This is an optimization exercise on Yosys and OpenROAD, whose aim is small area, a short achievable clock period and few clock cycles, not a production implementation.
Function was checked by simulation only, so behaviour that the tests miss may differ from the original.
Power is estimated from default activity; no workload was simulated.

// bitmap_first_fit_extent_allocator_unit
module bitmap_first_fit_extent_allocator_unit (
  input  wire logic                          clk_i,
  input  wire logic                          rst_ni,
  input  wire logic                          cfg_we_i,
  input  wire logic [bffa_pkg::CfgIdxW-1:0]  cfg_idx_i,
  input  wire logic [bffa_pkg::CfgDataW-1:0] cfg_data_i,
  input  wire logic                          req_valid_i,
  output      logic                          req_ready_o,
  input  wire logic                          req_command_i,
  input  wire logic [bffa_pkg::StartW-1:0]   req_start_block_i,
  input  wire logic [bffa_pkg::LenW-1:0]     req_run_length_i,
  output      logic                          rsp_valid_o,
  input  wire logic                          rsp_ready_i,
  output      logic [bffa_pkg::StatusW-1:0]  rsp_status_o,
  output      logic [bffa_pkg::StartW-1:0]   rsp_granted_start_o
);
Size in the first run: about 15000 cells after synthesis, roughly 4500 flip-flops, roughly 220000 sq um of cells after synthesis.
Settings: LEC_CHECK=0, CAP_MARGIN=20, CORE_MARGIN=2, CORE_UTILIZATION=40, PLACE_DENSITY=0.6, SETUP_SLACK_MARGIN=0.1, SLEW_MARGIN=20; clock period 12.0 ns.
run.sh (not shown) runs the stock make flow with config.mk's settings and CLKGATE_MAP_FILE= SYNTH_SCRIPT=/design/flow/synth_recipe.tcl, a recipe that flattens the netlist after the stock synthesis.
Testbench counts at the start, summed over its fixed seeds: cycles 56,592.
Next try:
--- a/flow/design.v
+++ b/flow/design.v
@@ -160,27 +160,24 @@
   logic [bffa_pkg::TotalW-1:0] total_q;
   logic [bffa_pkg::FdbW-1:0]   fdb_q;
   logic                      out_valid_q;
   bffa_pkg::status_e         out_status_q;
   logic [StartW-1:0]         out_start_q;
   logic                      resp_load;
   logic             ram_we;
   logic [AddrW-1:0] ram_waddr;
   logic [NW-1:0]    ram_wdata;
   logic [NW-1:0]    ram_rdata;
   logic [AddrW-1:0] ram_raddr;
   logic             resp_direct;    
-  logic [NW-1:0]    hold_q;         
-  logic             use_hold, hold_v_q;
-  logic [NW-1:0]    mark_src;
   logic [NW-1:0]      scan_used;
   bffa_pkg::fit_res_t fit_res;
   logic [BlkW-1:0] total_ext, fdb_ext, limit, lim_m1, start_ext, len_ext, free_end;
   logic [BlkW-1:0] hit_end, hit_start;
   logic [SelW-1:0] mk_a, mk_b;
   logic [NW-1:0]   mark_mask;
   bffa_ram #(
     .Width (NW),
     .Depth (MapWords)
   ) u_map (
     .clk_i   (clk_i),
     .we_i    (ram_we),
@@ -230,25 +227,24 @@
     len_d     = len_q;
     carry_d   = carry_q;
     lo_d      = lo_q;
     hi_d      = hi_q;
     set_d     = set_q;
     status_d  = status_q;
     granted_d = granted_q;
     ram_we    = 1'b0;
     ram_waddr = cur_q[AddrW-1:0];
     ram_wdata = '0;
     resp_load = 1'b0;
     resp_direct = 1'b0;
-    use_hold = 1'b0;
     case (state_q)
       S_CLEAR: begin
         ram_we    = 1'b1;
         ram_waddr = ptr_q[AddrW-1:0];
         ptr_d     = ptr_q + WordW'(1);
         if (ptr_q == WordW'(MapWords - 1)) begin
           ptr_d   = '0;
           state_d = S_IDLE;
         end
       end
       S_IDLE: begin
         if (req_valid_i) begin
@@ -299,87 +295,73 @@
         end else begin
           pend_d = 1'b0;
         end
         if (pend_q) begin
           if (fit_res.hit) begin
             lo_d      = hit_start;
             hi_d      = hit_end;
             granted_d = hit_start[StartW-1:0];
             status_d  = bffa_pkg::ST_OK;
             ptr_d     = hit_start[BlkW-1:SelW];
             pend_d    = 1'b0;
             state_d   = S_MARK;
-            if (hit_start[BlkW-1:SelW] == cur_q) begin
-              cur_d    = cur_q;
-              ptr_d    = cur_q + WordW'(1);
-              pend_d   = 1'b1;
-              use_hold = 1'b1;
-            end
           end else begin
             carry_d = fit_res.carry;
             if (cur_q == we_q) begin
               status_d = bffa_pkg::ST_NO_SPACE;
               state_d  = S_RESP;
               if (!out_valid_q || rsp_ready_i) begin
                 resp_direct = 1'b1;
                 state_d     = S_IDLE;
               end
             end
           end
         end
       end
       S_MARK: begin
         if (ptr_q <= hi_q[BlkW-1:SelW]) begin
           pend_d = 1'b1;
           cur_d  = ptr_q;
           ptr_d  = ptr_q + WordW'(1);
         end else begin
           pend_d = 1'b0;
         end
         if (pend_q) begin
           ram_we    = 1'b1;
           ram_waddr = cur_q[AddrW-1:0];
-          ram_wdata = set_q ? (mark_src | mark_mask) : (mark_src & ~mark_mask);
+          ram_wdata = set_q ? (ram_rdata | mark_mask) : (ram_rdata & ~mark_mask);
           if (cur_q == hi_q[BlkW-1:SelW]) begin
             state_d = S_RESP;
             if (!out_valid_q || rsp_ready_i) begin
               resp_direct = 1'b1;
               state_d     = S_IDLE;
             end
           end
         end
       end
       S_RESP: begin
         if (!out_valid_q || rsp_ready_i) begin
           resp_load = 1'b1;
           state_d   = S_IDLE;
         end
       end
       default: begin
         state_d = S_IDLE;
       end
     endcase
     if (state_q == S_IDLE && state_d == S_RESP && (!out_valid_q || rsp_ready_i)) begin
       resp_direct = 1'b1;
       state_d     = S_IDLE;
     end
   end
-  assign mark_src = hold_v_q ? hold_q : ram_rdata;
-  always_ff @(posedge clk_i) begin
-    hold_q <= ram_rdata;
-  end
-  always_ff @(posedge clk_i or negedge rst_ni) begin
-    if (!rst_ni) hold_v_q <= 1'b0;
-    else         hold_v_q <= use_hold;
-  end
   always_ff @(posedge clk_i or negedge rst_ni) begin
     if (!rst_ni) begin
       state_q <= S_CLEAR;
       ptr_q   <= '0;
       pend_q  <= 1'b0;
     end else begin
       state_q <= state_d;
       ptr_q   <= ptr_d;
       pend_q  <= pend_d;
     end
   end
   always_ff @(posedge clk_i) begin
Effect: Wire length is lower by a few percent; combinational power is lower by roughly a tenth; worst hold slack loses 0.0077 ns; clock skew is higher by 0.026 ns; final cell count is lower by a few percent; critical path depth is lower by 6; sequential power stays flat; clock power is lower by a few percent; global-route usage is lower by 1.7 points; cell area is lower by a few percent.
Testbench counts after the change, summed over its fixed seeds: cycles 58,970.

==> re-timing with driven ports <==
Ports are ideal in the flow. The routed layouts listed here were re-timed in OpenROAD. Step 1: set_driving_cell puts a clkbuf_16 on clk_i and a buf_2 on each other input, an assumption about the parent block. Step 2 times the ports against the registers' clock, not the clock port: input delays grow and output delays shrink by t, the midpoint of the rising clock arrivals with the driver on. Slacks: no drivers / after step 1 / after step 2; pairs: no drivers / after step 1.
| run | t (ns) | setup slack, ns | clock arrival spread, ns |
|---|---|---|---|
| the first run | 1.155 | 0.347 / 0.347 / 0.347 | 0.104 / 0.104 |
| the second run | 1.118 | 0.278 / 0.278 / 0.278 | 0.119 / 0.119 |
After both steps setup and hold are still met in every run listed.
